Background: an optimization exercise with open tools, aiming at small area, a short achievable clock period and few clock cycles. Do not read the settings as production practice. Where RTL was checked, it was by simulation tests only, not by an equivalence proof against the original. No functional check of the RTL was part of runs 1, 2 and 4 to 6. Power and IR drop assume default switching activity.

<file path="design.v">
module lgappg_sched #(
   parameter int W_WORDS = 8,
   parameter int H_ROWS  = 8
) (
   input  logic         clk,
   input  logic         rst,
   input  logic         start,
   output logic         busy,
   output logic         done,
   input  logic         in_valid,
   output logic         in_ready,
   input  logic [63:0]  in_data,
   output logic         win_valid,
   input  logic         win_ready,
   output logic [575:0] win_data,
   output logic         win_odd
);
   localparam int NW = W_WORDS * H_ROWS;
   localparam int S  = 2 * W_WORDS + 3;
   localparam int XW = $clog2(W_WORDS);
   localparam int YW = $clog2(H_ROWS);
   localparam int PW = XW + YW;
   localparam logic [PW-1:0] LAST_IDX = PW'(NW - 1);
   localparam logic [PW-1:0] PRE_LOAD = PW'(W_WORDS);
   localparam logic [XW-1:0] X_LAST   = XW'(W_WORDS - 1);
   localparam logic [YW-1:0] Y_LAST   = YW'(H_ROWS - 1);
   logic            run_q, flush_q, done_q, wv_q, odd_q;
   logic            prime_q;     
   logic            last_q;      
   logic [PW-1:0]   in_cnt_q;    
   logic [YW-1:0]   row_q;       
   logic [XW-1:0]   col_q;
   logic [8:0]      kill_q;      
   logic [S-1:0][63:0] store_q;  
   logic slot_free, acc, shift, load, hs, last_hs, wrap;
   logic n_up, n_dn, n_lf, n_rt;
   assign slot_free = !wv_q || win_ready;
   assign acc       = run_q && in_valid && slot_free;
   assign shift     = acc || (flush_q && slot_free && !last_q);
   assign load      = shift && (flush_q || prime_q);
   assign hs        = wv_q && win_ready;
   assign last_hs   = hs && last_q;
   assign wrap = (col_q == X_LAST);
   assign n_lf = wrap;
   assign n_rt = (col_q == X_LAST - XW'(1));
   assign n_up = wrap ? (row_q == Y_LAST) : (row_q == '0);
   assign n_dn = wrap ? (row_q == Y_LAST - YW'(1)) : (row_q == Y_LAST);
   always_ff @(posedge clk) begin
      if (shift) begin
         store_q[0] <= ~in_data;
         for (int j = 1; j < S; j++) store_q[j] <= store_q[j-1];
      end
   end
   always_ff @(posedge clk) begin
      if (load) begin
         odd_q  <= row_q[0] ^ wrap;
         last_q <= (row_q == Y_LAST) && n_rt;
         col_q  <= col_q + XW'(1);
         if (wrap) row_q <= row_q + YW'(1);
         for (int k = 0; k < 9; k++) begin
            kill_q[k] <= ((k / 3 == 0) && n_up) || ((k / 3 == 2) && n_dn) ||
                         ((k % 3 == 0) && n_lf) || ((k % 3 == 2) && n_rt);
         end
      end
      if (!run_q && !flush_q && !done_q && start) begin
         row_q  <= Y_LAST;
         col_q  <= X_LAST;
         last_q <= 1'b0;
      end
   end
   always_ff @(posedge clk) begin
      if (rst) begin
         run_q    <= 1'b0;
         flush_q  <= 1'b0;
         done_q   <= 1'b0;
         wv_q     <= 1'b0;
         prime_q  <= 1'b0;
         in_cnt_q <= '0;
      end else begin
         done_q <= last_hs;
         if (!run_q && !flush_q && !done_q && start) begin
            run_q    <= 1'b1;
            prime_q  <= 1'b0;
            in_cnt_q <= '0;
         end
         if (acc) begin
            in_cnt_q <= in_cnt_q + PW'(1);
            if (in_cnt_q == PRE_LOAD) prime_q <= 1'b1;
            if (in_cnt_q == LAST_IDX) begin
               run_q   <= 1'b0;
               flush_q <= 1'b1;
            end
         end
         if (last_hs) flush_q <= 1'b0;
         if (load)    wv_q <= 1'b1;
         else if (hs) wv_q <= 1'b0;
      end
   end
   for (genvar k = 0; k < 9; k++) begin : g_win
      localparam int J = W_WORDS + 1 - ((k / 3 - 1) * W_WORDS + (k % 3 - 1));
      assign win_data[64*k +: 64] = ~(store_q[J] | {64{kill_q[k]}});
   end
   assign in_ready  = run_q && slot_free;
   assign busy      = run_q || flush_q;
   assign done      = done_q;
   assign win_valid = wv_q;
   assign win_odd   = odd_q;
endmodule
</file>
<file path="flow/run.sh">
#!/bin/bash
# Standard layout, but ports buffered with plain buffers and the resizer free to swap footprints.
set -euo pipefail
bash standard.sh MATCH_CELL_FOOTPRINT=0 'BUFFER_PORTS_ARGS=-buffer_cell sky130_fd_sc_hd__buf_1' finish > standard_flow.log 2>&1
</file>
<file path="standard.sh">
#!/bin/bash
# synth_recipe.tcl (not shown) runs the flow's synth.tcl, then flattens the netlist and writes it again
# the make line also repeats each setting of config.mk as NAME=value (left out here)
make -C /OpenROAD-flow-scripts/flow DESIGN_CONFIG=/design/flow/config.mk WORK_HOME=/design/flow/orfs CLKGATE_MAP_FILE= SYNTH_SCRIPT=/design/flow/synth_recipe.tcl "${@:-finish}"
</file>
<file path="config.mk">
export PLATFORM = sky130hd
export DESIGN_NAME = lgappg_sched
export DESIGN_NICKNAME = lgappg_sched
export VERILOG_FILES = /design/flow/design.v
export SDC_FILE = /design/flow/constraint.sdc
export NUM_CORES = 4
export LEC_CHECK = 0
export CAP_MARGIN = 20
export CORE_MARGIN = 2
export CORE_UTILIZATION = 60
export SETUP_SLACK_MARGIN = 1.6
export SLEW_MARGIN = 20
</file>
<file path="constraint.sdc">
create_clock -name core_clock -period 4.0 [get_ports {clk}]
set_input_delay 0.8000 -clock core_clock [delete_from_list [all_inputs] [get_ports {clk}]]
set_output_delay 0.8000 -clock core_clock [all_outputs]
set_load 0.01 [all_outputs]
</file>
==> results of run 1 <==
## cell type report
class                           count  share of cell area
Clock buffer                      144              0.0597
Clock inverter                     64             0.00883
Inverter                          136             0.00979
Multi-Input combinational cell    601              0.0819
Sequential cell                  1243               0.712
Tap cell                          873              0.0209
Timing Repair Buffer              724               0.106
## worst min path at each step
| stage | startpoint | to | slack [ns] | cells after the start |
|---|---|---|---|---|
| floorplan | store_q[936]$_DFFE_PP_ | store_q[1000]$_DFFE_PP_ | 0.40 | 0 |
| global placement | store_q[899]$_DFFE_PP_ | store_q[963]$_DFFE_PP_ | 0.40 | 0 |
| detailed placement | store_q[938]$_DFFE_PP_ | store_q[1002]$_DFFE_PP_ | 0.40 | 0 |
| CTS | in_data[20] | store_q[20]$_DFFE_PP_ | 0.31 | 2 |
| global route | in_data[16] | store_q[16]$_DFFE_PP_ | 0.33 | 2 |
| finish | in_data[20] | store_q[20]$_DFFE_PP_ | 0.35 | 2 |
## registers in the layout (all words and copies together) (netlist names), 3 cells and up
register / flops
store_q: 1216
row_q: 3
col_q: 3
kill_q: 8
in_cnt_q: 6
## cell usage in the layout (no fill, tap or decap), drive strengths merged, types with 4 or more instances in the layout
master,count
a21oi,9
buf,583
bufinv,6
clkbuf,285
clkinv,53
dfxtp,18
edfxtp,1225
ha,9
inv,138
nand2,8
nand2b,5
nand3,4
nor2,528
nor3,6
## critical path, cell delays in order (launching register included)
cell,delay [ns]
sky130_fd_sc_hd__edfxtp_1,0.42
sky130_fd_sc_hd__buf_12,0.22
sky130_fd_sc_hd__nor2_1,0.21
sky130_fd_sc_hd__buf_1,0.19
## power groups by stage
| stage | sequential, µW | combinational [µW] | clock [µW] |
|---|---|---|---|
| final | 15000 | 646 | 10200 |
| after global placement | 15200 | 542 | 0 |
| after detailed placement | 15200 | 553 | 0 |
| after floorplan | 15500 | 312 | 0 |
| after CTS | 15000 | 605 | 10400 |
| after global routing | 15100 | 700 | 11000 |
## layer usage
layer,track usage,share of wire,up-vias
met5,0,0,-
met4,0.107,0.042,0
met3,0.0444,0.060,168
met2,0.383,0.54,803
met1,0.269,0.36,9679
li1,-,-,8948
## cells by family after synthesis
kind of cell               after synthesis  share of synthesized area
buffers and inverters                  196                     0.0183
DFF                                   1243                      0.919
adders and majority gates                9                    0.00279
xor gates and xnor gates                 2                   0.000434
muxes                                    2                   0.000496
and+or+nand+nor                        566                     0.0549
AOI/OAI and AO/OA                       22                    0.00365
## metrics by stage
step,area (µm²),total power [µW],setup WS [ns],util
finish,52100,25900,1.47,0.779
global route,52100,26700,1.41,0.779
CTS,50300,26000,1.46,0.752
detailed placement,44100,15800,1.23,0.659
global placement,44100,15800,1.29,0.659
floorplan,40400,15800,-15.39,-
## what timing repair did
action,CTS,global route
buffers inserted,10,0
gates cloned,23,10
pin swaps,139,64
resized for setup,1017,444
setup endpoints to repair,553,753
==> results.txt, run 1 <==
Synthesis:
- The synthesized instance count is 2040.
- In the synthesized netlist the dominant register cell turns out to be sky130_fd_sc_hd__edfxtp_1.
- In this run the mean area of a mapped cell was 19.8 µm².
- The fraction of registers with async set or reset after synthesis is 0.
- In the post-synthesis netlist, the biggest area contributors are sky130_fd_sc_hd__edfxtp_1 91%, sky130_fd_sc_hd__nor2_1 4.9%, sky130_fd_sc_hd__inv_1 1.3%, sky130_fd_sc_hd__dfxtp_1 0.89%, sky130_fd_sc_hd__clkbuf_1 0.49%.
- The biggest area consumer among synthesized cells is sky130_fd_sc_hd__edfxtp_1.
- The netlist area before placement is 0.0404 mm².
- The fraction of the yosys area taken by sequential cells is 0.919.
- After synthesis, the most frequently instantiated cells are 1225 x sky130_fd_sc_hd__edfxtp_1, 528 x sky130_fd_sc_hd__nor2_1, 136 x sky130_fd_sc_hd__inv_1.
- Of the post-synthesis cell area, the dominant cell type holds 0.910.
- For this run, the number of Yosys warnings is 1.
- Synthesis produced a netlist with a net count of 2118.
- The cell with the most instances after synthesis is sky130_fd_sc_hd__edfxtp_1.
- The number of synthesized register bits is ~1200.
- The number of flops mapped to enable cells by yosys is 1225.
- The count of cell types in the netlist is 37.

Timing:
- Setup repair after global routing could not meet its margin everywhere.
- The worst slew slack as a fraction of its limit is 0.489.
- The clock period could shrink to 2.53 ns.
- The total setup violations reported at the end of the flow is 0.
- The final hold violation count was 0.
- Final hold analysis gives a worst-case slack of 0.354 ns.
- Of the available clock period, the critical path in the final layout requires 0.632.
- Derived from the worst setup path, the maximum achievable clock frequency is 395 MHz.
- For the pin with the worst max-slew slack, the measured transition is 0.767 ns.
- On the final layout, the worst clock skew is 0.0191 ns.
- The final number of max-transition violations was 0.
- Summed over all failing endpoints, the final setup total negative slack is 0 ns.

Die:
- The horizontal die dimension is approximately 260 µm.
- The I/O pin count is 650.
- The floorplan has 95 rows.
- For this configuration, the core starts out at a cell density of 0.604.
- The total core area is 0.0669 mm².
- The overall die height is around 260 µm.
- The die covers 0.0694 mm².

Worst setup path:
- For the worst setup path, the data required time is 3.20 ns.
- Data on the critical path arrives at its endpoint at 1.73 ns.
- The kind of start point of the critical path is a flop.
- The critical setup path kind is flop to primary output.
- For the worst flop-to-flop path, the logic depth is 5.
- The endpoint class of the critical path is a primary output.
- The worst register-to-register path begins at flush_q$_SDFFE_PP0P_.
- In this run the worst setup path terminates at win_data[135].
- Tracing the worst setup path back leads to its startpoint at kill_q[2]$_DFFE_PP_.
- The reg2reg setup slack is 1.72 ns.
- In this run the worst path has a maximum fanout of 64.
- In this run the critical register-to-register path is captured at store_q[138]$_DFFE_PP_.

Pwr:
- The total net switching power is 5010 µW.
- The sequential cell fraction of total power is 0.581.
- Of the total power, combinational logic draws 0.025.
- The fraction of power consumed by the clock network is 0.394.
- Internal power comes to 20900 µW.
- The net switching fraction of the power is 0.194.
- The worst-case IR drop observed on VDD is 416 µV.
- For this design the ratio of total power to cell area is 496 mW/mm².
- The analysis attributes to cell leakage a power of 0.0184 µW.

GRT:
- The number of global-route vias before repair is 19300.
- Entering global routing, the biggest net connects 136 pins.
- The first global-routing pass estimated around 110000 µm of wire.
- In the global route stage, overall resource usage came out at 0.221.
- The initial antenna violation count came to 0.
- The total grt overflow is 0.

Placement:
- The global placer's final weighted congestion is around 0.85.
- The number of buffer cells added on primary ports is around 650.
- The number of placed cells counting well taps is 3534.
- Summed over all nets, the half-perimeter wirelength after detailed placement is 47200 µm.

Routing:
- The post-route antenna net violation count is 0.
- The ratio of routed vias to standard cells is 5.18.
- The first-pass iteration count of the detailed router is 5.
- After detailed routing, the average wire length per cell comes to 21.3 µm.
- The final layout contains routed wiring with a total length of 80800 µm.
- In the routed design, unresolved DRC markers number 0.
- The final route contains 19600 vias.
- The initial detailed-routing violation count is ~1700.

Cells and area:
- The sequential cells in the finished layout cover a total of 0.0371 mm².
- The total of fill cells in the finished design is between 3000 and 4000.
- Of the cells placed in the final design, the portion with a size suffix greater than 1 is 0.325.
- The area occupied by multi-input gates is 0.00427 mm².
- The area added between synthesis and finish is 29.1%.
- The post-layout net count is 2900.
- 0 antenna diodes ended up in the layout.
- The count of non-filler cells in the finished layout is 3785.

Clock network:
- The clock slew at the register clock pins of the worst setup and hold paths is 0.06 ns.
- The CTS tree is done.
- The total number of clock tree sinks is 1243.
- The H-tree was split into 3 levels.
- The root buffer cell chosen for the clock tree is sky130_fd_sc_hd__clkbuf_16.
- The number of clock buffers added by TritonCTS is 116.
- The source-to-sink clock delay at the later pin of the worst-skew pair is 0.65 ns.
- The clock passes through at most 3 buffers.
- The number of hold-repair buffers added at the cts stage is 0.

Run status:
- The run finished with no timing, DRC or antenna violations.

Job:
- Across the run, the number of max-cap violations was 0.

Worst hold path:
- The worst hold path belongs to the class input pin to flop.
==> run 2, diff against run 1 <==
--- a/config.mk
+++ b/config.mk
@@ -9,3 +9,3 @@
 export CORE_MARGIN = 2
-export CORE_UTILIZATION = 60
+export CORE_UTILIZATION = 40
 export SETUP_SLACK_MARGIN = 1.6
==> results.txt, run 2 <==
Run status:
- Result of the run: finished clean (unchanged).

Synthesis:
- The leading register cell type out of synthesis is sky130_fd_sc_hd__edfxtp_1 (unchanged).
- Biggest area contributors in the synthesized netlist: sky130_fd_sc_hd__edfxtp_1 91%, sky130_fd_sc_hd__nor2_1 4.9%, sky130_fd_sc_hd__inv_1 1.3%, sky130_fd_sc_hd__dfxtp_1 0.89%, sky130_fd_sc_hd__clkbuf_1 0.49% (unchanged).
- The fraction of synthesized cell area taken by the top area cell type is 0.910 (unchanged).
- The net count of the mapped netlist came to 2118 (unchanged).
- The fraction of registers with async set or reset after synthesis is 0 (unchanged).
- The synthesized instance count is 2040 (unchanged).
- The netlist area before placement is 0.0404 mm² (unchanged).
- The count of cell types in the netlist came to 37 (unchanged).
- The biggest area consumer among synthesized cells is sky130_fd_sc_hd__edfxtp_1 (unchanged).
- The number of synthesized register bits is 1243 (unchanged).
- The cell with the most instances after synthesis is sky130_fd_sc_hd__edfxtp_1 (unchanged).
- The count of warnings emitted by yosys is 1 (unchanged).
- The post-synthesis area per instance is 19.8 µm² (unchanged).
- The number of flops mapped to enable cells by yosys is 1225 (unchanged).
- Synth top cells by count: 1225 x sky130_fd_sc_hd__edfxtp_1, 528 x sky130_fd_sc_hd__nor2_1, 136 x sky130_fd_sc_hd__inv_1 (unchanged).
- The fraction of the yosys area taken by sequential cells came to 0.919 (unchanged).

GRT:
- The number of global-route vias before repair is 20000 (was 19300).
- The total routing usage reported by global routing is 0.173 (was 0.221).
- The maximum number of pins on one net before global-route repair is 124 (was 136).
- The total grt overflow is 0 (unchanged).
- The first-pass GRT wire length is 131000 µm (was 114000 µm).
- The initial antenna violation count was 2 (was 0).

Worst setup path:
- The endpoint arrival time on the critical path was 1.80 ns (was 1.73 ns).
- The required time at the endpoint of the critical path is 3.20 ns (about the same).
- The maximum fanout along the worst path came to 32 (was 64).
- The kind of start point of the critical path is a flop (unchanged).
- The endpoint class of the critical path is a primary output (unchanged).
- The critical setup path kind is flop to primary output (unchanged).

Pwr:
- The ratio of total power to cell area is 488 mW/mm² (was 496 mW/mm²).
- The maximum vdd drop is 401 µV (was 416 µV).
- The fraction of power consumed by the clock network is 0.405 (was 0.394).
- The overall power is 26500 µW (was 25900 µW).
- The proportion of power drawn by combinational gates came to 0.026 (was 0.025).
- The cell-internal power is 21100 µW (was 20900 µW).
- The static leakage is 0.0190 µW (was 0.0184 µW).
- The sequential cell fraction of total power is 0.568 (was 0.581).
- The net switching fraction of the power is 0.202 (was 0.194).
- The total net switching power is 5370 µW (was 5010 µW).

Die:
- The number of rows in the core area is 116 (was 95).
- The I/O pin count is 650 (unchanged).
- The overall die height is 322 µm (was 263 µm).
- The horizontal die dimension is 322 µm (was 263 µm).
- The overall die area is 0.104 mm² (was 0.0694 mm²).
- The initial core utilization is 0.403 (was 0.604).
- The total core area was 0.100 mm² (was 0.0669 mm²).

Timing:
- The total setup violations reported at the end of the flow is 0 (unchanged).
- The highest attainable clock frequency is 384 MHz (was 395 MHz).
- The minimum period implied by the final worst setup slack came to 2.60 ns (was 2.53 ns).
- The actual transition at the worst max-transition pin is 0.645 ns (was 0.767 ns).
- Setup repair after global routing missed its margin: true (unchanged).
- The hold slack came to 0.317 ns (was 0.354 ns).
- The sum of negative setup slack was 0 ns (unchanged).
- The worst path setup slack after routing is 1.40 ns (was 1.47 ns).
- The final clock period utilization by the worst path was 0.651 (was 0.632).
- The worst setup skew after layout is 0.0236 ns (was 0.0191 ns).
- The final number of max-transition violations is 0 (unchanged).
- The final hold violation count is 0 (unchanged).
- The worst slew slack as a fraction of its limit is 0.570 (was 0.489).

Routing:
- The average detailed-routed wire length per instance came to 22.8 µm (was 21.3 µm).
- The post-route antenna net violation count is 0 (unchanged).
- The ratio of routed vias to standard cells is 4.78 (was 5.18).
- The remaining design rule violation count is 0 (unchanged).
- The initial detailed-routing violation count came to 1704 (was 1675).
- The count of vias placed by the detailed router is 20300 (was 19600).
- The routed wire length is 97000 µm (was 80800 µm).
- The first-pass iteration count of the detailed router is 5 (unchanged).

Cells and area:
- The most frequent standard cell in the layout excluding fill and tap cells was sky130_fd_sc_hd__edfxtp_1 (unchanged).
- The layout cell share with drive strength beyond 1 is 0.381 (was 0.325).
- Top library cells by usage in the layout, fill and taps aside: 1225 x sky130_fd_sc_hd__edfxtp_1, 276 x sky130_fd_sc_hd__nor2_4, 251 x sky130_fd_sc_hd__buf_6, 196 x sky130_fd_sc_hd__buf_1, 144 x sky130_fd_sc_hd__nor2_1 (was 1225 x sky130_fd_sc_hd__edfxtp_1, 248 x sky130_fd_sc_hd__buf_1, 229 x sky130_fd_sc_hd__nor2_1, 200 x sky130_fd_sc_hd__nor2_4, 195 x sky130_fd_sc_hd__buf_6).
- The register name with the most flops is store_q (unchanged).
- The area added between synthesis and finish came to 34.4% (was 29.1%).
- The number of flip-flops under the largest register name is 1216 (unchanged).
- The post-layout net count came to 2928 (was 2900).
- The total of fill cells in the finished design is 7521 (was 3650).
- Top flop regs: store_q x1216, kill_q x8, in_cnt_q x6 (unchanged).

Clock network:
- The CTS tree is done (unchanged).
- The number of H-tree levels was 3 (unchanged).
- The clock slew at the register clock pins of the worst setup and hold paths came to 0.07 ns (was 0.06 ns).
- The number of hold-repair buffers added at the cts stage is 0 (unchanged).
- The source-to-sink clock delay at the later pin of the worst-skew pair is 0.69 ns (was 0.65 ns).
- The total number of clock tree sinks is 1243 (unchanged).
- The deepest clock path buffer count was 3 (unchanged).
- The clock root buffer master is sky130_fd_sc_hd__clkbuf_16 (unchanged).
- The CTS buffer count is 118 (was 116).

Placement:
- The detailed placer's ending HPWL is 55100 µm (was 47200 µm).
- The number of buffer cells added on primary ports is 649 (unchanged).
- The global placer's final weighted congestion is 0.854 (was 0.852).
- The minimum setup slack after placement is 1.20 ns (was 1.23 ns).

Job:
- The reported max-cap violation count was 0 (unchanged).

Worst hold path:
- The class of the worst hold path is input pin to flop (unchanged).
-- run 2: cell counts after synthesis --
No cell type changed its count.
-- run 2: path summary, 6_finish.rpt --
path	start	to	slack, ns	depth (start not counted)
worst max-delay path	kill_q[1]$_DFFE_PP_	win_data[92]	1.40	4
worst min-delay path	in_data[8]	store_q[8]$_DFFE_PP_	0.32	2
worst max register to register	flush_q$_SDFFE_PP0P_	store_q[21]$_DFFE_PP_	1.79	6
worst min register to register	store_q[934]$_DFFE_PP_	store_q[998]$_DFFE_PP_	0.41	0
-- run 2: power groups by stage --
stage	Combinational (µW)	Clock [µW]	Sequential, µW
after global placement	568	0	15300
after floorplan	312	0	15500
after detailed placement	586	0	15300
after CTS	646	11000	15000
after global routing	759	11500	15100
final	701	10700	15100
-- run 2: worst max-delay path: stages (launching register included) --
cell	delay, ns
sky130_fd_sc_hd__edfxtp_1	0.39
sky130_fd_sc_hd__buf_8	0.17
sky130_fd_sc_hd__buf_12	0.18
sky130_fd_sc_hd__nor2_1	0.16
sky130_fd_sc_hd__clkbuf_2	0.17
-- run 2: metrics by stage --
stage / util / cells / area [µm²]
global placement: 0.448 / 3970 / 44800
detailed placement: 0.448 / 3970 / 44800
floorplan: - / 2040 / 40400
CTS: 0.517 / 4238 / 51800
global route: 0.542 / 4246 / 54300
finish: 0.542 / 4246 / 54300
-- run 2: logic make-up after synthesis --
logic type,count (synthesis),synth area share
DFF,1243,0.919
and+or+nand+nor,566,0.0549
buffers and inverters,196,0.0183
AOI/OAI and AO/OA,22,0.00365
adders and majority gates,9,0.00279
xor gates and xnor gates,2,0.000434
muxes,2,0.000496
-- run 2: timing repair --
item / in CTS / in global routing
gates cloned: 32 / 6
pin swaps: 127 / 138
endpoints found under the setup margin: 706 / 514
resized for setup: 1140 / 679
buffers inserted: 19 / 1
-- run 2: layout make-up --
| class | count | area, µm² | area share |
|---|---|---|---|
| multi-input combinational | 601 | 4870 | 0.0897 |
| clock buffer | 139 | 3050 | 0.0562 |
| clock inverter | 78 | 694 | 0.0128 |
| timing repair buffer | 750 | 6400 | 0.118 |
| sequential | 1243 | 37100 | 0.684 |
| inverter | 136 | 510 | 0.00940 |
| antenna | 1 | 2.50 | 0.0000461 |
| tap | 1298 | 1620 | 0.0299 |
-- run 2: per-layer routing --
| metal | up-vias | part of all wire | routed length (µm) | track usage |
|---|---|---|---|---|
| met3 | 223 | 0.050 | 4880 | 0.0331 |
| met4 | 0 | 0.042 | 4110 | 0.0691 |
| met2 | 795 | 0.53 | 51100 | 0.302 |
| li1 | 9035 | - | - | - |
| met5 | - | 0 | 0 | 0 |
| met1 | 10200 | 0.38 | 36900 | 0.210 |
==> run 3, diff against run 2 <==
--- a/design.v
+++ b/design.v
@@ -35,3 +35,3 @@
    logic slot_free, acc, shift, load, hs, last_hs, wrap;
-   logic n_up, n_dn, n_lf, n_rt;
+   logic n_up, n_dn, n_lf, n_rt, c_up, c_dn, c_lf, c_rt;
    assign slot_free = !wv_q || win_ready;
@@ -48,2 +48,14 @@
    always_ff @(posedge clk) begin
+      for (int k = 0; k < 9; k++) begin
+         kill_q[k] <= load ? (((k / 3 == 0) && n_up) || ((k / 3 == 2) && n_dn) ||
+                              ((k % 3 == 0) && n_lf) || ((k % 3 == 2) && n_rt))
+                           : (((k / 3 == 0) && c_up) || ((k / 3 == 2) && c_dn) ||
+                              ((k % 3 == 0) && c_lf) || ((k % 3 == 2) && c_rt));
+      end
+   end
+   assign c_lf = (col_q == '0);
+   assign c_rt = wrap;
+   assign c_up = (row_q == '0);
+   assign c_dn = (row_q == Y_LAST);
+   always_ff @(posedge clk) begin
       if (shift) begin
@@ -59,6 +71,2 @@
          if (wrap) row_q <= row_q + YW'(1);
-         for (int k = 0; k < 9; k++) begin
-            kill_q[k] <= ((k / 3 == 0) && n_up) || ((k / 3 == 2) && n_dn) ||
-                         ((k % 3 == 0) && n_lf) || ((k % 3 == 2) && n_rt);
-         end
       end
--- a/config.mk
+++ b/config.mk
@@ -9,4 +9,4 @@
 export CORE_MARGIN = 2
-export CORE_UTILIZATION = 40
-export SETUP_SLACK_MARGIN = 1.6
+export CORE_UTILIZATION = 60
+export SETUP_SLACK_MARGIN = 1.8
 export SLEW_MARGIN = 20
==> results.txt, run 3 <==
Run status:
- Result of the run: finished clean (unchanged).

Clock network:
- The CTS buffer count is 115 (was 118).
- The source-to-sink clock delay at the later pin of the worst-skew pair is 0.65 ns (was 0.69 ns).
- The number of H-tree levels came to 3 (unchanged).
- The total number of clock tree sinks is 1243 (unchanged).
- The deepest clock path buffer count was 3 (unchanged).
- The clock slew at the register clock pins of the worst setup and hold paths is 0.06 ns (was 0.07 ns).
- The number of hold-repair buffers added at the cts stage is 0 (unchanged).
- The CTS tree was done (unchanged).
- The clock root buffer master is sky130_fd_sc_hd__clkbuf_16 (unchanged).

Synthesis:
- The fraction of registers with async set or reset after synthesis is 0 (unchanged).
- The post-synthesis mux area share came to 0 (was 0.000496).
- The synthesized instance count is 2045 (was 2040).
- The simple-gate area share of the yosys netlist is 0.0536 (was 0.0549).
- The area share of fa/ha/maj cells after synthesis is 0.00310 (was 0.00279).
- The netlist area before placement is 0.0403 mm² (was 0.0404 mm²).
- The count of warnings emitted by yosys was 1 (unchanged).
- The biggest area consumer among synthesized cells is sky130_fd_sc_hd__edfxtp_1 (unchanged).
- Biggest area contributors in the synthesized netlist: sky130_fd_sc_hd__edfxtp_1 91%, sky130_fd_sc_hd__nor2_1 4.9%, sky130_fd_sc_hd__inv_1 1.3%, sky130_fd_sc_hd__dfxtp_1 1.3%, sky130_fd_sc_hd__clkbuf_1 0.46% (was sky130_fd_sc_hd__edfxtp_1 91%, sky130_fd_sc_hd__nor2_1 4.9%, sky130_fd_sc_hd__inv_1 1.3%, sky130_fd_sc_hd__dfxtp_1 0.89%, sky130_fd_sc_hd__clkbuf_1 0.49%).
- The number of synthesized register bits is 1243 (unchanged).
- The number of flops mapped to enable cells by yosys is 1217 (was 1225).
- The net count of the mapped netlist is 2124 (was 2118).
- The leading register cell type out of synthesis is sky130_fd_sc_hd__edfxtp_1 (unchanged).
- The fraction of synthesized cell area taken by the top area cell type is 0.906 (was 0.910).
- The cell with the most instances after synthesis is sky130_fd_sc_hd__edfxtp_1 (unchanged).
- The share of the synthesized area in compound gates (AO/OA/AOI/OAI) is 0.00546 (was 0.00365).
- The post-synthesis area per instance was 19.7 µm² (was 19.8 µm²).
- The fraction of the yosys area taken by sequential cells is 0.919 (about the same).
- The count of cell types in the netlist is 38 (was 37).
- The main combinational cell family by area after synthesis was simple AND/OR/NAND/NOR gates (unchanged).
- Synth top cells by count: 1217 x sky130_fd_sc_hd__edfxtp_1, 522 x sky130_fd_sc_hd__nor2_1, 139 x sky130_fd_sc_hd__inv_1 (was 1225 x sky130_fd_sc_hd__edfxtp_1, 528 x sky130_fd_sc_hd__nor2_1, 136 x sky130_fd_sc_hd__inv_1).
- The share of the synthesized netlist area taken by xor and xnor gates is 0.000434 (about the same).

Worst hold path:
- The class of the worst hold path is input pin to flop (unchanged).
- The worst hold path depth is 2 (unchanged).

Die:
- The horizontal die dimension was 263 µm (was 322 µm).
- The overall die height is 263 µm (was 322 µm).
- The overall die area is 0.0693 mm² (was 0.104 mm²).
- The I/O pin count is 650 (unchanged).
- The total core area was 0.0669 mm² (was 0.100 mm²).
- The initial core utilization is 0.603 (was 0.403).
- The number of rows in the core area is 95 (was 116).

Timing:
- The highest attainable clock frequency is 415 MHz (was 384 MHz).
- The worst setup skew after layout is 0.0135 ns (was 0.0236 ns).
- Setup repair after global routing missed its margin: true (unchanged).
- The final hold violation count came to 0 (unchanged).
- The final clock period utilization by the worst path was 0.603 (was 0.651).
- The worst slew slack as a fraction of its limit is 0.520 (was 0.570).
- The sum of negative setup slack is 0 ns (unchanged).
- The minimum period implied by the final worst setup slack came to 2.41 ns (was 2.60 ns).
- The worst path setup slack after routing is 1.59 ns (was 1.40 ns).
- The total setup violations reported at the end of the flow is 0 (unchanged).
- The final number of max-transition violations is 0 (unchanged).
- The actual transition at the worst max-transition pin is 0.718 ns (was 0.645 ns).

Worst setup path:
- The endpoint arrival time on the critical path is 1.61 ns (was 1.80 ns).
- The maximum fanout along the worst path was 16 (was 32).
- The cell depth of the worst flop-to-flop path is 6 (unchanged).
- The last element of the critical path is win_data[476] (was win_data[92]).
- The reg2reg setup slack is 2.04 ns (was 1.79 ns).
- The kind of start point of the critical path is a flop (unchanged).
- The endpoint class of the critical path was a primary output (unchanged).
- The startpoint of the most critical setup path was kill_q[7]$_DFF_P_ (was kill_q[1]$_DFFE_PP_).
- The required time at the endpoint of the critical path came to 3.20 ns (about the same).
- The critical setup path kind was flop to primary output (unchanged).
- The capture instance of the worst register-to-register path is kill_q[6]$_DFF_P_ (was store_q[21]$_DFFE_PP_).
- The reg-to-reg critical path startpoint is col_q[0]$_SDFFE_PP1P_ (was flush_q$_SDFFE_PP0P_).

Cells and area:
- The register name with the most flops is store_q (unchanged).
- The final design utilization was 0.784 (was 0.542).
- The post-layout net count was 2937 (was 2928).
- The layout cell share with drive strength beyond 1 is 0.368 (was 0.381).
- Top library cells by usage in the layout, fill and taps aside: 1217 x sky130_fd_sc_hd__edfxtp_1, 253 x sky130_fd_sc_hd__nor2_1, 205 x sky130_fd_sc_hd__clkbuf_2, 171 x sky130_fd_sc_hd__nor2_4, 171 x sky130_fd_sc_hd__buf_6 (was 1225 x sky130_fd_sc_hd__edfxtp_1, 276 x sky130_fd_sc_hd__nor2_4, 251 x sky130_fd_sc_hd__buf_6, 196 x sky130_fd_sc_hd__buf_1, 144 x sky130_fd_sc_hd__nor2_1).
- The total of fill cells in the finished design is 3614 (was 7521).
- The number of flip-flops under the largest register name is 1216 (unchanged).
- The count of antenna diodes in the layout was 0 (was 1).
- The cell area after layout is 0.0525 mm² (was 0.0543 mm²).
- Top flop regs: store_q x1216, kill_q x8, in_cnt_q x6 (unchanged).
- The most frequent standard cell in the layout excluding fill and tap cells is sky130_fd_sc_hd__edfxtp_1 (unchanged).
- The area added between synthesis and finish is 30.1% (was 34.4%).

Placement:
- The number of buffer cells added on primary ports is 649 (unchanged).
- The global placer's final weighted congestion is 0.865 (was 0.854).
- The minimum setup slack after placement was 1.16 ns (was 1.20 ns).
- The detailed placer's ending HPWL came to 48400 µm (was 55100 µm).
- The area of placed instances is 0.0442 mm² (was 0.0448 mm²).

Routing:
- The initial detailed-routing violation count came to 1618 (was 1704).
- The ratio of routed vias to standard cells is 5.10 (was 4.78).
- The post-route antenna net violation count was 0 (unchanged).
- The routed wire length was 80400 µm (was 97000 µm).
- The count of vias placed by the detailed router was 19600 (was 20300).
- The remaining design rule violation count is 0 (unchanged).
- The first-pass iteration count of the detailed router is 5 (unchanged).
- The average detailed-routed wire length per instance is 21.0 µm (was 22.8 µm).

GRT:
- The total grt overflow was 0 (unchanged).
- The initial antenna violation count is 0 (was 2).
- The busiest metal layer after global routing is met2 (unchanged).
- The global routing usage on met3 was 0.0483 (was 0.0331).
- The total routing usage reported by global routing came to 0.224 (was 0.173).
- The first-pass GRT wire length is 116000 µm (was 131000 µm).
- The fraction of met2 tracks used by global routing is 0.389 (was 0.302).
- The maximum number of pins on one net before global-route repair came to 118 (was 124).
- The number of global-route vias before repair is 19600 (was 20000).
- The routing usage on met1 is 0.271 (was 0.210).

Job:
- The reported max-cap violation count is 0 (unchanged).

Pwr:
- The maximum vdd drop is 368 µV (was 401 µV).
- The overall power is 26300 µW (was 26500 µW).
- The ratio of total power to cell area is 501 mW/mm² (was 488 mW/mm²).
- The static leakage is 0.0190 µW (about the same).
-- run 3: critical path, cell delays in order, from the launching register on --
cell and delay (ns):
sky130_fd_sc_hd__dfxtp_4 0.41, sky130_fd_sc_hd__clkbuf_16 0.20, sky130_fd_sc_hd__nor2_1 0.18, sky130_fd_sc_hd__clkbuf_2 0.17
-- run 3: how the worst min path moves through the flow --
stage	startpoint	end	slack [ns]
2_1_floorplan	store_q[936]$_DFFE_PP_	store_q[1000]$_DFFE_PP_	0.40
3_3_place_gp	store_q[441]$_DFFE_PP_	store_q[505]$_DFFE_PP_	0.40
3_5_place_dp	store_q[949]$_DFFE_PP_	store_q[1013]$_DFFE_PP_	0.40
4_1_cts	in_data[44]	store_q[44]$_DFFE_PP_	0.31
5_1_grt	in_data[16]	store_q[16]$_DFFE_PP_	0.34
6_report	in_data[44]	store_q[44]$_DFFE_PP_	0.36
-- run 3: cells by family (layout without fill, tap and decap cells) --
logic type	count (synthesis)	in the layout
AOI/OAI and AO/OA	32	32
and+or+nand+nor	559	559
buffers and inverters	199	1111
xor gates and xnor gates	2	2
adders and majority gates	10	10
DFF	1243	1243
-- run 3: what timing repair did --
action                     4_1_cts  5_1_grt
gates cloned                    14        4
buffers inserted                34       16
setup endpoints to repair     1300      679
pin swaps                       86       83
resized for setup             1039      507
-- run 3: layout make-up --
cell class / instances / area, µm² / area share
clock buffer: 146 / 3140 / 0.0599
clock inverter: 70 / 624 / 0.0119
inverter: 140 / 526 / 0.0100
multi-input combinational: 603 / 4090 / 0.0779
sequential: 1243 / 37100 / 0.707
tap: 873 / 1090 / 0.0208
timing repair buffer: 755 / 5900 / 0.112
-- run 3: routing by layer --
metal | share of wire | up-vias | wire length [µm]
met1 | 0.37 | 9629 | 29600
met2 | 0.53 | 720 | 42400
li1 | - | 9032 | -
met5 | 0 | - | 0
met4 | 0.046 | 0 | 3710
met3 | 0.058 | 169 | 4640
-- run 3: metrics by stage --
stage                     cells  hold slack (ns)
after floorplan            2045            0.400
after global placement     3546            0.400
after detailed placement   3546            0.405
after CTS                  3810            0.314
after global routing       3830            0.335
final                      3830            0.356
-- run 3: where the power goes --
| part | switching [µW] | internal, µW | total [µW] | leakage (µW) |
|---|---|---|---|---|
| clock | 4390 | 6300 | 10700 | 0.00187 |
| combinational | 400 | 193 | 593 | 0.00568 |
| sequential | 209 | 14800 | 15000 | 0.0114 |
| total | 5000 | 21300 | 26300 | 0.0190 |
Testbench counts of run 3, summed over its fixed seeds: cycles 9,728.
==> run 4, diff against run 3 <==
--- a/design.v
+++ b/design.v
@@ -32,3 +32,5 @@
    logic [XW-1:0]   col_q;
-   logic [8:0]      kill_q;      
+   localparam int KR = 4;
+   logic [KR-1:0][8:0] kill_q;   
+   logic [8:0]      n_kill, c_kill;
    logic [S-1:0][63:0] store_q;  
@@ -47,9 +49,15 @@
    assign n_dn = wrap ? (row_q == Y_LAST - YW'(1)) : (row_q == Y_LAST);
+   always_comb begin
+      for (int k = 0; k < 9; k++) begin
+         n_kill[k] = ((k / 3 == 0) && n_up) || ((k / 3 == 2) && n_dn) ||
+                     ((k % 3 == 0) && n_lf) || ((k % 3 == 2) && n_rt);
+         c_kill[k] = ((k / 3 == 0) && c_up) || ((k / 3 == 2) && c_dn) ||
+                     ((k % 3 == 0) && c_lf) || ((k % 3 == 2) && c_rt);
+      end
+   end
    always_ff @(posedge clk) begin
-      for (int k = 0; k < 9; k++) begin
-         kill_q[k] <= load ? (((k / 3 == 0) && n_up) || ((k / 3 == 2) && n_dn) ||
-                              ((k % 3 == 0) && n_lf) || ((k % 3 == 2) && n_rt))
-                           : (((k / 3 == 0) && c_up) || ((k / 3 == 2) && c_dn) ||
-                              ((k % 3 == 0) && c_lf) || ((k % 3 == 2) && c_rt));
-      end
+      kill_q[0] <= load ? n_kill : c_kill;
+      kill_q[1] <= (load || !wv_q) ? n_kill : c_kill;
+      kill_q[2] <= load ? n_kill : (wv_q ? c_kill : 9'h000);
+      kill_q[3] <= load ? n_kill : (wv_q ? c_kill : 9'h1ff);
    end
@@ -108,3 +116,5 @@
       localparam int J = W_WORDS + 1 - ((k / 3 - 1) * W_WORDS + (k % 3 - 1));
-      assign win_data[64*k +: 64] = ~(store_q[J] | {64{kill_q[k]}});
+      for (genvar b = 0; b < 64; b++) begin : g_bit
+         assign win_data[64*k + b] = ~(store_q[J][b] | kill_q[b * KR / 64][k]);
+      end
    end
==> results.txt, run 4 <==
Routing:
- The remaining design rule violation count is 0 (unchanged).
- The met1 layer wirelength in the final routing was 34000 µm (was 29600 µm).
- The amount of wire on met3 after detailed routing came to 5420 µm (was 4640 µm).
- The top layer used by detailed routing is met4 (unchanged).
- The routed wire length came to 91700 µm (was 80400 µm).
- The post-route antenna net violation count is 0 (unchanged).
- The ratio of routed vias to standard cells is 5.28 (was 5.10).
- The count of vias placed by the detailed router is 20700 (was 19600).
- The met2 wire length was 48600 µm (was 42400 µm).
- The average detailed-routed wire length per instance was 23.4 µm (was 21.0 µm).
- The first-pass iteration count of the detailed router came to 5 (unchanged).
- The initial detailed-routing violation count is 1705 (was 1618).

Cells and area:
- The post-layout net count is 3010 (was 2937).
- Top flop regs: store_q x1216, kill_q x33, in_cnt_q x6 (was store_q x1216, kill_q x8, in_cnt_q x6).
- Top library cells by usage in the layout, fill and taps aside: 1217 x sky130_fd_sc_hd__edfxtp_1, 469 x sky130_fd_sc_hd__buf_6, 466 x sky130_fd_sc_hd__nor2_4, 127 x sky130_fd_sc_hd__clkbuf_16, 120 x sky130_fd_sc_hd__inv_1 (was 1217 x sky130_fd_sc_hd__edfxtp_1, 253 x sky130_fd_sc_hd__nor2_1, 205 x sky130_fd_sc_hd__clkbuf_2, 171 x sky130_fd_sc_hd__nor2_4, 171 x sky130_fd_sc_hd__buf_6).
- The count of antenna diodes in the layout is 0 (unchanged).
- The layout cell share with drive strength beyond 1 is 0.448 (was 0.368).
- The number of flip-flops under the largest register name is 1216 (unchanged).
- The most frequent standard cell in the layout excluding fill and tap cells is sky130_fd_sc_hd__edfxtp_1 (unchanged).
- The register name with the most flops was store_q (unchanged).
- The total of fill cells in the finished design is 2906 (was 3614).
- The area added between synthesis and finish is 39.5% (was 30.1%).

GRT:
- The total grt overflow is 0 (unchanged).
- The number of global-route vias before repair is 19800 (was 19600).
- The maximum number of pins on one net before global-route repair is 174 (was 118).
- The total routing usage reported by global routing came to 0.226 (was 0.224).
- The first-pass GRT wire length is 119000 µm (was 116000 µm).
- The initial antenna violation count is 0 (unchanged).

Timing:
- The highest attainable clock frequency is 434 MHz (was 415 MHz).
- Setup repair after global routing missed its margin: true (unchanged).
- The worst setup skew after layout is 0.0200 ns (was 0.0135 ns).
- The final clock period utilization by the worst path is 0.576 (was 0.603).
- The total setup violations reported at the end of the flow was 0 (unchanged).
- The actual transition at the worst max-transition pin came to 0.955 ns (was 0.718 ns).
- The minimum period implied by the final worst setup slack came to 2.30 ns (was 2.41 ns).
- The final hold violation count is 0 (unchanged).
- The sum of negative setup slack is 0 ns (unchanged).
- The final number of max-transition violations was 0 (unchanged).
- The worst slew slack as a fraction of its limit is 0.363 (was 0.520).

Worst setup path:
- The kind of cell adding the most delay to the critical path is flip-flops (unchanged).
- The master of the slowest instance on the critical path is sky130_fd_sc_hd__edfxtp_1 (was sky130_fd_sc_hd__dfxtp_4).
- The maximum fanout along the worst path came to 2 (was 16).
- The required time at the endpoint of the critical path is 3.20 ns (about the same).
- The critical setup path kind is flop to primary output (unchanged).
- Worst path cell trace: nor2_1 -> buf_2 (was clkbuf_16 -> nor2_1 -> clkbuf_2).
- The kind of start point of the critical path is a flop (unchanged).
- The sum of buffers and inverters on the critical path was 1 (was 2).
- The endpoint arrival time on the critical path was 1.50 ns (was 1.61 ns).
- The endpoint class of the critical path is a primary output (unchanged).
- The worst stage delay on the critical path is 0.50 ns (was 0.41 ns).

Die:
- The overall die area is 0.0709 mm² (was 0.0693 mm²).
- The number of rows in the core area is 96 (was 95).
- The overall die height was 266 µm (was 263 µm).
- The horizontal die dimension is 266 µm (was 263 µm).
- The I/O pin count was 650 (unchanged).
- The total core area was 0.0683 mm² (was 0.0669 mm²).
- The initial core utilization is 0.604 (was 0.603).

Clock network:
- The clock slew at the register clock pins of the worst setup and hold paths came to 0.06 ns (about the same).
- The source-to-sink clock delay at the later pin of the worst-skew pair is 0.66 ns (was 0.65 ns).
- The number of hold-repair buffers added at the cts stage was 0 (unchanged).
- The deepest clock path buffer count is 3 (unchanged).
- The clock root buffer master is sky130_fd_sc_hd__clkbuf_16 (unchanged).
- The total number of clock tree sinks is 1268 (was 1243).
- The CTS tree is done (unchanged).
- The number of H-tree levels came to 3 (unchanged).
- The CTS buffer count is 118 (was 115).

Synthesis:
- Synth top cells by count: 1217 x sky130_fd_sc_hd__edfxtp_1, 545 x sky130_fd_sc_hd__nor2_1, 121 x sky130_fd_sc_hd__inv_1 (was 1217 x sky130_fd_sc_hd__edfxtp_1, 522 x sky130_fd_sc_hd__nor2_1, 139 x sky130_fd_sc_hd__inv_1).
- Biggest area contributors in the synthesized netlist: sky130_fd_sc_hd__edfxtp_1 89%, sky130_fd_sc_hd__nor2_1 5.0%, sky130_fd_sc_hd__dfxtp_1 2.5%, sky130_fd_sc_hd__inv_1 1.1%, sky130_fd_sc_hd__clkbuf_1 0.64% (was sky130_fd_sc_hd__edfxtp_1 91%, sky130_fd_sc_hd__nor2_1 4.9%, sky130_fd_sc_hd__inv_1 1.3%, sky130_fd_sc_hd__dfxtp_1 1.3%, sky130_fd_sc_hd__clkbuf_1 0.46%).
- The fraction of synthesized cell area taken by the top area cell type came to 0.886 (was 0.906).
- The fraction of the yosys area taken by sequential cells is 0.911 (was 0.919).
- The leading register cell type out of synthesis is sky130_fd_sc_hd__edfxtp_1 (unchanged).
- The synthesized instance count came to 2132 (was 2045).
- The biggest area consumer among synthesized cells is sky130_fd_sc_hd__edfxtp_1 (unchanged).
- The number of flops mapped to enable cells by yosys is 1217 (unchanged).
- The post-synthesis area per instance is 19.4 µm² (was 19.7 µm²).
- The count of cell types in the netlist is 49 (was 38).
- The netlist area before placement is 0.0413 mm² (was 0.0403 mm²).
- The fraction of registers with async set or reset after synthesis is 0 (unchanged).
- The count of warnings emitted by yosys is 1 (unchanged).
- The net count of the mapped netlist is 2211 (was 2124).
- The cell with the most instances after synthesis was sky130_fd_sc_hd__edfxtp_1 (unchanged).
- The number of synthesized register bits is 1268 (was 1243).

Placement:
- The global placer's final weighted congestion is 0.894 (was 0.865).
- The detailed placer's ending HPWL is 49600 µm (was 48400 µm).
- The number of buffer cells added on primary ports is 649 (unchanged).

Pwr:
- The static leakage is 0.0201 µW (was 0.0190 µW).
- The ratio of total power to cell area is 470 mW/mm² (was 501 mW/mm²).
- The overall power came to 27000 µW (was 26300 µW).
- The maximum vdd drop is 404 µV (was 368 µV).

Run status:
- Result of the run: finished clean (unchanged).

Worst hold path:
- The class of the worst hold path is input pin to flop (unchanged).

Job:
- The reported max-cap violation count came to 0 (unchanged).
[run 4: cell types whose count changed in the layout (fill, tap and decap cells not counted), moves of 24 or more]
| cell | previous run | this run |
|---|---|---|
| sky130_fd_sc_hd__buf_6 | 171 | 469 |
| sky130_fd_sc_hd__nor2_4 | 171 | 466 |
| sky130_fd_sc_hd__nor2_1 | 253 | 62 |
| sky130_fd_sc_hd__clkbuf_2 | 205 | 35 |
| sky130_fd_sc_hd__buf_2 | 139 | 25 |
| sky130_fd_sc_hd__nor2_2 | 98 | 18 |
| sky130_fd_sc_hd__dfxtp_4 | 11 | 35 |
[run 4: area by class of cell]
type	instances	area [µm²]	area share
Sequential cell	1268	37700	0.655
Tap cell	882	1100	0.0192
Clock buffer	143	3130	0.0544
Inverter	122	458	0.00796
Timing Repair Buffer	757	7950	0.138
Clock inverter	76	719	0.0125
Multi-Input combinational cell	664	6480	0.113
[run 4: cell families after synthesis]
| kind of cell | count (synthesis) | share of synthesized area |
|---|---|---|
| adder cells (fa/ha/maj) | 10 | 0.00303 |
| buffers and inverters | 200 | 0.0191 |
| multiplexers | 8 | 0.00200 |
| XOR/XNOR | 2 | 0.000425 |
| AO/OA/AOI/OAI | 48 | 0.00843 |
| AND/OR/NAND/NOR | 596 | 0.0565 |
| flip-flops | 1268 | 0.911 |
[run 4: worst paths after layout]
check                                       startpoint                      to  slack (ns)  cells after the start
worst max register to register        run_q$_SDFF_PP0_   store_q[83]$_DFFE_PP_        1.77                      3
worst min register to register  store_q[440]$_DFFE_PP_  store_q[504]$_DFFE_PP_        0.40                      0
worst max-delay path            store_q[526]$_DFFE_PP_           win_data[334]        1.70                      2
worst min-delay path                       in_data[59]   store_q[59]$_DFFE_PP_        0.34                      2
[run 4: repair_timing]
action | 4_1_cts | 5_1_grt
pin swaps | 275 | 202
gates resized for setup | 1596 | 1128
cloned | 1 | 4
endpoints found under the hold margin | 0 | 0
setup endpoints to repair | 1709 | 1095
setup buffers | 61 | 26
[run 4: power breakdown]
| part | switching (µW) | internal [µW] |
|---|---|---|
| logic | 439 | 273 |
| clock network | 4600 | 6440 |
| registers | 257 | 15000 |
[run 4: routing by layer]
| metal | up-vias | GRT usage |
|---|---|---|
| li1 | 9321 | - |
| met1 | 10400 | 0.294 |
| met2 | 769 | 0.375 |
| met3 | 176 | 0.0497 |
| met4 | 0 | 0.0943 |
| met5 | - | 0 |
[run 4: stage by stage]
stage	util	setup slack [ns]	hold slack (ns)	std cells	instance area (µm²)
6_report	0.842	1.70	0.343	3912	57500
5_1_grt	0.842	1.64	0.329	3912	57500
2_1_floorplan	-	-17.36	0.400	2132	41300
3_3_place_gp	0.655	1.28	0.400	3601	44800
3_5_place_dp	0.655	1.23	0.405	3601	44800
4_1_cts	0.779	1.68	0.309	3882	53200
==> run 5, diff against run 4 <==
--- a/config.mk
+++ b/config.mk
@@ -10,3 +10,5 @@
 export CORE_UTILIZATION = 60
-export SETUP_SLACK_MARGIN = 1.8
+export CTS_CLUSTER_DIAMETER = 70
+export CTS_CLUSTER_SIZE = 25
+export SETUP_SLACK_MARGIN = 2.0
 export SLEW_MARGIN = 20
==> results.txt, run 5 <==
Clock network:
- The source-to-sink clock delay at the later pin of the worst-skew pair came to 0.66 ns (about the same).
- The clock root buffer master is sky130_fd_sc_hd__clkbuf_16 (unchanged).
- The CTS tree is done (unchanged).
- The total number of clock tree sinks came to 1268 (unchanged).
- The clock slew at the register clock pins of the worst setup and hold paths is 0.10 ns (was 0.06 ns).
- The number of H-tree levels was 2 (was 3).
- The deepest clock path buffer count was 3 (unchanged).
- The CTS buffer count is 57 (was 118).
- The number of hold-repair buffers added at the cts stage is 0 (unchanged).

Worst setup path:
- The master of the slowest instance on the critical path was sky130_fd_sc_hd__nand2b_4 (was sky130_fd_sc_hd__edfxtp_1).
- The critical setup path kind was input pin to primary output (was flop to primary output).
- The maximum fanout along the worst path was 4 (was 2).
- The kind of cell adding the most delay to the critical path is simple AND/OR/NAND/NOR gates (was flip-flops).
- The required time at the endpoint of the critical path is 3.20 ns (about the same).
- The reg2reg setup slack came to 2.04 ns (was 1.77 ns).
- The endpoint arrival time on the critical path is 1.51 ns (was 1.50 ns).
- Worst path cell trace: buf_1 -> nand2b_4 -> and2_1 -> clkbuf_2 (was nor2_1 -> buf_2).
- The worst stage delay on the critical path was 0.19 ns (was 0.50 ns).
- The kind of start point of the critical path is an input pin (was flop).
- The sum of buffers and inverters on the critical path is 2 (was 1).
- The endpoint class of the critical path is a primary output (unchanged).

Timing:
- The sum of negative setup slack is 0 ns (unchanged).
- Setup repair after global routing missed its margin: true (unchanged).
- The final hold violation count was 0 (unchanged).
- The worst setup skew after layout is 0.0302 ns (was 0.0200 ns).
- The actual transition at the worst max-transition pin was 0.744 ns (was 0.955 ns).
- The final clock period utilization by the worst path is 0.578 (was 0.576).
- The minimum period implied by the final worst setup slack is 2.31 ns (was 2.30 ns).
- The final number of max-transition violations is 0 (unchanged).
- The total setup violations reported at the end of the flow is 0 (unchanged).
- The highest attainable clock frequency is 432 MHz (was 434 MHz).
- The worst slew slack as a fraction of its limit is 0.503 (was 0.363).

Synthesis:
- The simple-gate area share of the yosys netlist is 0.0565 (unchanged).
- The count of cell types in the netlist is 49 (unchanged).
- The synthesized instance count is 2132 (unchanged).
- The fraction of registers with async set or reset after synthesis is 0 (unchanged).
- The main combinational cell family by area after synthesis is simple AND/OR/NAND/NOR gates (unchanged).
- The post-synthesis mux area share was 0.00200 (unchanged).
- The biggest area consumer among synthesized cells was sky130_fd_sc_hd__edfxtp_1 (unchanged).
- The post-synthesis area per instance is 19.4 µm² (unchanged).
- The number of flops mapped to enable cells by yosys is 1217 (unchanged).
- The count of warnings emitted by yosys was 1 (unchanged).
- Synth top cells by count: 1217 x sky130_fd_sc_hd__edfxtp_1, 545 x sky130_fd_sc_hd__nor2_1, 121 x sky130_fd_sc_hd__inv_1 (unchanged).
- The area share of fa/ha/maj cells after synthesis is 0.00303 (unchanged).
- The share of the synthesized netlist area taken by xor and xnor gates is 0.000425 (unchanged).
- The leading register cell type out of synthesis is sky130_fd_sc_hd__edfxtp_1 (unchanged).
- The share of the synthesized area in compound gates (AO/OA/AOI/OAI) was 0.00843 (unchanged).
- The cell with the most instances after synthesis was sky130_fd_sc_hd__edfxtp_1 (unchanged).
- The number of synthesized register bits is 1268 (unchanged).
- Biggest area contributors in the synthesized netlist: sky130_fd_sc_hd__edfxtp_1 89%, sky130_fd_sc_hd__nor2_1 5.0%, sky130_fd_sc_hd__dfxtp_1 2.5%, sky130_fd_sc_hd__inv_1 1.1%, sky130_fd_sc_hd__clkbuf_1 0.64% (unchanged).
- The fraction of the yosys area taken by sequential cells is 0.911 (unchanged).
- The net count of the mapped netlist is 2211 (unchanged).
- The netlist area before placement is 0.0413 mm² (unchanged).
- The fraction of synthesized cell area taken by the top area cell type is 0.886 (unchanged).

Routing:
- The post-route antenna net violation count is 0 (unchanged).
- The average detailed-routed wire length per instance was 23.1 µm (was 23.4 µm).
- The routed wire length is 89000 µm (was 91700 µm).
- The first-pass iteration count of the detailed router is 5 (unchanged).
- The ratio of routed vias to standard cells is 5.27 (was 5.28).
- The met1 layer wirelength in the final routing is 34000 µm (about the same).
- The remaining design rule violation count is 0 (unchanged).
- The count of vias placed by the detailed router came to 20300 (was 20700).
- The top layer used by detailed routing was met4 (unchanged).
- The met2 wire length is 47100 µm (was 48600 µm).
- The amount of wire on met3 after detailed routing is 5000 µm (was 5420 µm).
- The initial detailed-routing violation count is 1755 (was 1705).

Die:
- The I/O pin count was 650 (unchanged).
- The horizontal die dimension was 266 µm (unchanged).
- The overall die height is 266 µm (unchanged).
- The number of rows in the core area is 96 (unchanged).
- The overall die area came to 0.0709 mm² (unchanged).
- The initial core utilization is 0.604 (unchanged).
- The total core area is 0.0683 mm² (unchanged).

GRT:
- The total grt overflow is 0 (unchanged).
- The total routing usage reported by global routing is 0.229 (was 0.226).
- The number of global-route vias before repair came to 19700 (was 19800).
- The first-pass GRT wire length is 120000 µm (was 119000 µm).
- The maximum number of pins on one net before global-route repair was 174 (unchanged).
- The initial antenna violation count was 0 (unchanged).

Worst hold path:
- The class of the worst hold path is input pin to flop (unchanged).

Cells and area:
- The register name with the most flops is store_q (unchanged).
- The most frequent standard cell in the layout excluding fill and tap cells is sky130_fd_sc_hd__edfxtp_1 (unchanged).
- Top flop regs: store_q x1216, kill_q x33, in_cnt_q x6 (unchanged).
- The count of antenna diodes in the layout is 0 (unchanged).
- Top library cells by usage in the layout, fill and taps aside: 1217 x sky130_fd_sc_hd__edfxtp_1, 500 x sky130_fd_sc_hd__buf_6, 459 x sky130_fd_sc_hd__nor2_4, 100 x sky130_fd_sc_hd__inv_1, 82 x sky130_fd_sc_hd__buf_4 (was 1217 x sky130_fd_sc_hd__edfxtp_1, 469 x sky130_fd_sc_hd__buf_6, 466 x sky130_fd_sc_hd__nor2_4, 127 x sky130_fd_sc_hd__clkbuf_16, 120 x sky130_fd_sc_hd__inv_1).
- The area added between synthesis and finish came to 36.2% (was 39.5%).
- The post-layout net count was 3008 (was 3010).
- The layout cell share with drive strength beyond 1 is 0.463 (was 0.448).
- The cell area after layout was 0.0562 mm² (was 0.0575 mm²).
- The number of flip-flops under the largest register name is 1216 (unchanged).

Placement:
- The global placer's final weighted congestion is 0.894 (unchanged).
- The area of placed instances is 0.0448 mm² (unchanged).
- The number of buffer cells added on primary ports is 649 (unchanged).
- The detailed placer's ending HPWL is 49600 µm (unchanged).

Pwr:
- The maximum vdd drop is 442 µV (was 404 µV).
- The ratio of total power to cell area is 405 mW/mm² (was 470 mW/mm²).
- The static leakage is 0.0195 µW (was 0.0201 µW).

Job:
- The reported max-cap violation count is 0 (unchanged).

Run status:
- Result of the run: finished clean (unchanged).
-- run 5: worst register-to-register path, stage by stage, from the launching register on --
cell                        delay, ns
sky130_fd_sc_hd__dfxtp_2         0.41
sky130_fd_sc_hd__nand2_2         0.18
sky130_fd_sc_hd__a21oi_4         0.20
sky130_fd_sc_hd__buf_12          0.18
sky130_fd_sc_hd__clkbuf_16       0.28
sky130_fd_sc_hd__buf_12          0.35
-- run 5: through the flow --
| step | worst slack (ns) | util | hold WS, ns | power, µW | cells |
|---|---|---|---|---|---|
| 3_3_place_gp | 1.28 | 0.655 | 0.400 | 16000 | 3601 |
| 6_report | 1.69 | 0.822 | 0.343 | 22700 | 3860 |
| 5_1_grt | 1.65 | 0.822 | 0.310 | 23500 | 3860 |
| 3_5_place_dp | 1.23 | 0.655 | 0.405 | 16000 | 3601 |
| 2_1_floorplan | -17.36 | - | 0.400 | 16100 | 2132 |
| 4_1_cts | 1.67 | 0.772 | 0.306 | 22700 | 3819 |
-- run 5: metal layers --
| metal | GRT usage | up-vias |
|---|---|---|
| met1 | 0.295 | 10300 |
| met5 | 0 | - |
| met3 | 0.0505 | 143 |
| met4 | 0.0887 | 0 |
| met2 | 0.387 | 656 |
| li1 | - | 9252 |
-- run 5: worst paths after layout --
path	startpoint	to	cells past startpoint
max	win_ready	in_ready	4
max reg2reg	run_q$_SDFF_PP0_	store_q[1112]$_DFFE_PP_	5
min reg2reg	store_q[1008]$_DFFE_PP_	store_q[1072]$_DFFE_PP_	0
min	in_data[12]	store_q[12]$_DFFE_PP_	2
-- run 5: kinds of logic (layout without fill, tap and decap cells) --
group,Yosys count,after routing
simple gates,596,596
compound gates,48,48
buf+inv,200,1046
fa+ha+maj,10,10
flops,1268,1268
mux,8,8
xor+xnor,2,2
-- run 5: power breakdown --
part / total, µW / switching [µW] / internal [µW]
logic: 777 / 451 / 327
clock network: 6730 / 3770 / 2960
registers: 15200 / 252 / 15000
-- run 5: layout make-up --
class                   count  area, µm²
clock inverters             5       30.0
clock buffers             103       1730
fillers                  3133      12200
inverters                 122        462
well taps                 882       1100
repair buffers            816       8710
multi-input cells         664       6460
flip-flops and latches   1268      37700
-- run 5: repair_timing --
item                       4_1_cts  5_1_grt
buffers inserted               104       38
cloned                           6        3
gates resized for setup       2097      820
pin swaps                      388       87
setup endpoints to repair     1845      904
==> run 6, diff against run 5 <==
--- a/design.v
+++ b/design.v
@@ -29,2 +29,4 @@
    logic            last_q;      
+   logic            wvn_q;       
+   logic            more_q;      
    logic [PW-1:0]   in_cnt_q;    
@@ -38,5 +40,5 @@
    logic n_up, n_dn, n_lf, n_rt, c_up, c_dn, c_lf, c_rt;
-   assign slot_free = !wv_q || win_ready;
+   assign slot_free = wvn_q || win_ready;
    assign acc       = run_q && in_valid && slot_free;
-   assign shift     = acc || (flush_q && slot_free && !last_q);
+   assign shift     = slot_free && ((run_q && in_valid) || more_q);
    assign load      = shift && (flush_q || prime_q);
@@ -92,2 +94,4 @@
          wv_q     <= 1'b0;
+         wvn_q    <= 1'b1;
+         more_q   <= 1'b0;
          prime_q  <= 1'b0;
@@ -107,4 +111,6 @@
                flush_q <= 1'b1;
+               more_q  <= 1'b1;
             end
          end
+         if (load && flush_q && (row_q == Y_LAST) && n_rt) more_q <= 1'b0;
          if (last_hs) flush_q <= 1'b0;
@@ -112,2 +118,4 @@
          else if (hs) wv_q <= 1'b0;
+         if (load)    wvn_q <= 1'b0;
+         else if (hs) wvn_q <= 1'b1;
       end
--- a/config.mk
+++ b/config.mk
@@ -9,6 +9,4 @@
 export CORE_MARGIN = 2
-export CORE_UTILIZATION = 60
-export CTS_CLUSTER_DIAMETER = 70
-export CTS_CLUSTER_SIZE = 25
-export SETUP_SLACK_MARGIN = 2.0
+export CORE_UTILIZATION = 70
+export SETUP_SLACK_MARGIN = 1.5
 export SLEW_MARGIN = 20
==> results.txt, run 6 <==
Placement:
- The number of buffer cells added on primary ports is 649 (unchanged).
- The area of placed instances is 0.0448 mm² (about the same).

Cells and area:
- The cell area after layout is 0.0486 mm² (was 0.0562 mm²).
- The final design utilization is 0.829 (was 0.822).
- The total of fill cells in the finished design is 2704 (was 3133).
- The count of antenna diodes in the layout is 0 (unchanged).
- Top flop regs: store_q x1216, kill_q x33, in_cnt_q x6 (unchanged).
- The post-layout net count is 2937 (was 3008).
- The number of flip-flops under the largest register name was 1216 (unchanged).
- The most frequent standard cell in the layout excluding fill and tap cells is sky130_fd_sc_hd__edfxtp_1 (unchanged).

GRT:
- The number of global-route vias before repair is 19900 (was 19700).
- The total routing usage reported by global routing is 0.257 (was 0.229).
- The maximum number of pins on one net before global-route repair is 129 (was 174).
- The total grt overflow came to 0 (unchanged).
- The first-pass GRT wire length is 115000 µm (was 120000 µm).

Routing:
- The count of vias placed by the detailed router is 20200 (was 20300).
- The first-pass iteration count of the detailed router came to 7 (was 5).
- The average detailed-routed wire length per instance is 21.2 µm (was 23.1 µm).

Timing:
- The final clock period utilization by the worst path came to 0.613 (was 0.578).
- The worst slew slack as a fraction of its limit was 0.312 (was 0.503).
- The sum of negative setup slack is 0 ns (unchanged).
- The actual transition at the worst max-transition pin was 1.03 ns (was 0.744 ns).
- Setup repair after global routing missed its margin: false (was true).
- The highest attainable clock frequency is 407 MHz (was 432 MHz).
- The final number of max-transition violations is 0 (unchanged).
- The worst setup skew after layout was 0.0248 ns (was 0.0302 ns).
- The minimum period implied by the final worst setup slack is 2.45 ns (was 2.31 ns).
- The total setup violations reported at the end of the flow is 0 (unchanged).

Run status:
- Result of the run: finished clean (unchanged).

Pwr:
- The maximum vdd drop was 415 µV (was 442 µV).
- The cell-internal power is 21500 µW (was 18300 µW).
- The ratio of total power to cell area came to 547 mW/mm² (was 405 mW/mm²).
- The proportion of power drawn by combinational gates is 0.020 (was 0.034).

Clock network:
- The number of hold-repair buffers added at the cts stage came to 0 (unchanged).
- The number of H-tree levels is 3 (was 2).
- The source-to-sink clock delay at the later pin of the worst-skew pair is 0.66 ns (about the same).
- The deepest clock path buffer count was 3 (unchanged).
- The post-CTS repair timing setup buffer count is 0 (was 104).
- The CTS tree is done (unchanged).
- The CTS buffer count is 113 (was 57).
- The clock root buffer master is sky130_fd_sc_hd__clkbuf_16 (unchanged).

Synthesis:
- The count of cell types in the netlist came to 45 (was 49).
- The fraction of registers with async set or reset after synthesis is 0 (unchanged).
- The net count of the mapped netlist is 2231 (was 2211).
- The fraction of the yosys area taken by sequential cells came to 0.909 (was 0.911).
- The fraction of synthesized cell area taken by the top area cell type is 0.883 (was 0.886).
- The synthesized instance count is 2152 (was 2132).
- The number of flops mapped to enable cells by yosys was 1217 (unchanged).
- The netlist area before placement is 0.0414 mm² (was 0.0413 mm²).
- Synth top cells by count: 1217 x sky130_fd_sc_hd__edfxtp_1, 542 x sky130_fd_sc_hd__nor2_1, 123 x sky130_fd_sc_hd__inv_1 (was 1217 x sky130_fd_sc_hd__edfxtp_1, 545 x sky130_fd_sc_hd__nor2_1, 121 x sky130_fd_sc_hd__inv_1).
- The biggest area consumer among synthesized cells was sky130_fd_sc_hd__edfxtp_1 (unchanged).
- The count of warnings emitted by yosys is 1 (unchanged).
- The number of synthesized register bits was 1270 (was 1268).

Die:
- The initial core utilization is 0.705 (was 0.604).
- The number of rows in the core area came to 89 (was 96).

Worst setup path:
- Worst path cell trace: buf_1 -> nor2_2 -> nor2b_1 -> buf_1 (was buf_1 -> nand2b_4 -> and2_1 -> clkbuf_2).
- The maximum fanout along the worst path is 8 (was 4).
- The reg2reg setup slack was 1.74 ns (was 2.04 ns).
- The sum of buffers and inverters on the critical path is 2 (unchanged).
- The kind of cell adding the most delay to the critical path is buffers and inverters (was simple AND/OR/NAND/NOR gates).
- The cell depth of the worst flop-to-flop path is 5 (unchanged).
- The most numerous cell type found on the critical path is sky130_fd_sc_hd__buf_1.
- The critical setup path kind is input pin to primary output (unchanged).
- The endpoint arrival time on the critical path is 1.65 ns (was 1.51 ns).
- The kind of start point of the critical path is an input pin (unchanged).
- The endpoint class of the critical path is a primary output (unchanged).
- The master of the slowest instance on the critical path is sky130_fd_sc_hd__buf_1 (was sky130_fd_sc_hd__nand2b_4).

Worst hold path:
- The hold path startpoint was in_data[52] (was in_data[12]).
- The sink of the worst hold path is store_q[52]$_DFFE_PP_ (was store_q[12]$_DFFE_PP_).
- The worst hold path depth is 2 (unchanged).

Job:
- The reported max-cap violation count is 0 (unchanged).
-- run 6: cell count changes after synthesis, moves of 4 or more --
cell                       before  now
sky130_fd_sc_hd__clkbuf_1      70   74
sky130_fd_sc_hd__nand3_1        8   14
sky130_fd_sc_hd__o211ai_1       3    9
sky130_fd_sc_hd__o21ai_0        5   13
-- run 6: worst reg2reg max path, stage by stage (launching register included) --
cell	delay (ns)
sky130_fd_sc_hd__dfxtp_1	0.37
sky130_fd_sc_hd__ha_1	0.20
sky130_fd_sc_hd__ha_1	0.44
sky130_fd_sc_hd__inv_1	0.29
sky130_fd_sc_hd__nor3_1	0.62
sky130_fd_sc_hd__mux2i_1	0.27
-- run 6: power groups by stage --
stage                     sequential [µW]  combinational [µW]  clock [µW]
after global placement              15500                 505           0
after CTS                           15200                 527       11000
final                               15200                 522       10900
after detailed placement            15500                 520           0
after floorplan                     15800                 297           0
after global routing                15300                 574       11500
-- run 6: metrics by stage --
step	cells	worst slack, ns
final	3728	1.55
after global placement	3516	1.28
after floorplan	2152	-15.33
after global routing	3728	1.53
after detailed placement	3516	1.23
after CTS	3728	1.52
-- run 6: worst max path at each step --
| stage | startpoint | endpoint | cells past startpoint |
|---|---|---|---|
| global route | win_ready | in_ready | 4 |
| finish | win_ready | in_ready | 4 |
| floorplan | in_valid | store_q[0]$_DFFE_PP_ | 3 |
| CTS | wvn_q$_SDFFE_PP1P_ | in_ready | 3 |
| global placement | in_valid | store_q[464]$_DFFE_PP_ | 5 |
| detailed placement | win_ready | store_q[469]$_DFFE_PP_ | 5 |
-- run 6: area by class of cell --
class / count / area (µm²) / area share
sequential: 1270 / 37600 / 0.774
clock buffer: 139 / 3030 / 0.0623
multi-input combinational: 678 / 3010 / 0.0618
timing repair buffer: 672 / 2780 / 0.0572
tap: 773 / 967 / 0.0199
clock inverter: 73 / 731 / 0.0150
inverter: 123 / 462 / 0.00949
-- run 6: kinds of logic (layout without fill, tap and decap cells) --
group                      count (synthesis)  count (layout)  share of synthesized area
DFF                                     1270            1270                      0.909
adders and majority gates                 10              10                    0.00302
AOI/OAI and AO/OA                         60              60                    0.00959
buffers and inverters                    204            1007                     0.0188
muxes                                     11              11                    0.00284
and+or+nand+nor                          596             596                     0.0565
xor gates and xnor gates                   1               1                   0.000212
-- run 6: routing by layer --
metal	routed length, µm	global-route usage	part of all wire	up-vias
met1	29100	0.329	0.37	9790
met4	4110	0.138	0.052	4
met5	24	0	0.00030	-
met3	5690	0.0518	0.072	214
li1	-	-	-	9185
met2	40100	0.423	0.51	1018
-- run 6: what timing repair did --
item                                    CTS  global route
endpoints found under the setup margin  475            16
gates resized for setup                  33             2
pin swaps                                 0             0
cloned                                    0             0

[separate check: timing with driven ports]
How much do the figures lean on ideal ports? The routed layouts below were timed once more, with nothing changed but the port constraints. Step 1 sets driving cells, clkbuf_16 on the clock port and buf_2 on the other inputs (assumed; they add their load-dependent delay and slew). Step 2, shift: input delay + t, output delay - t, t = (earliest + latest rising clock arrival at the registers) / 2. This alone moves slack from input paths to output paths. Slacks: ideal / step 1 / step 2; pairs: ideal / step 1.
| run | t, ns | setup WS [ns] |
|---|---|---|
| run 1 | 0.708 | 1.471 / 1.406 / 1.268 |
| run 2 | 0.728 | 1.396 / 1.343 / 1.409 |
| run 3 | 0.704 | 1.588 / 1.525 / 1.439 |
| run 4 | 0.716 | 1.696 / 1.633 / 1.210 |
| run 5 | 0.702 | 1.687 / 1.617 / 1.487 |
| run 6 | 0.702 | 1.546 / 1.464 / 1.138 |
After both steps setup and hold are still met in every run listed.
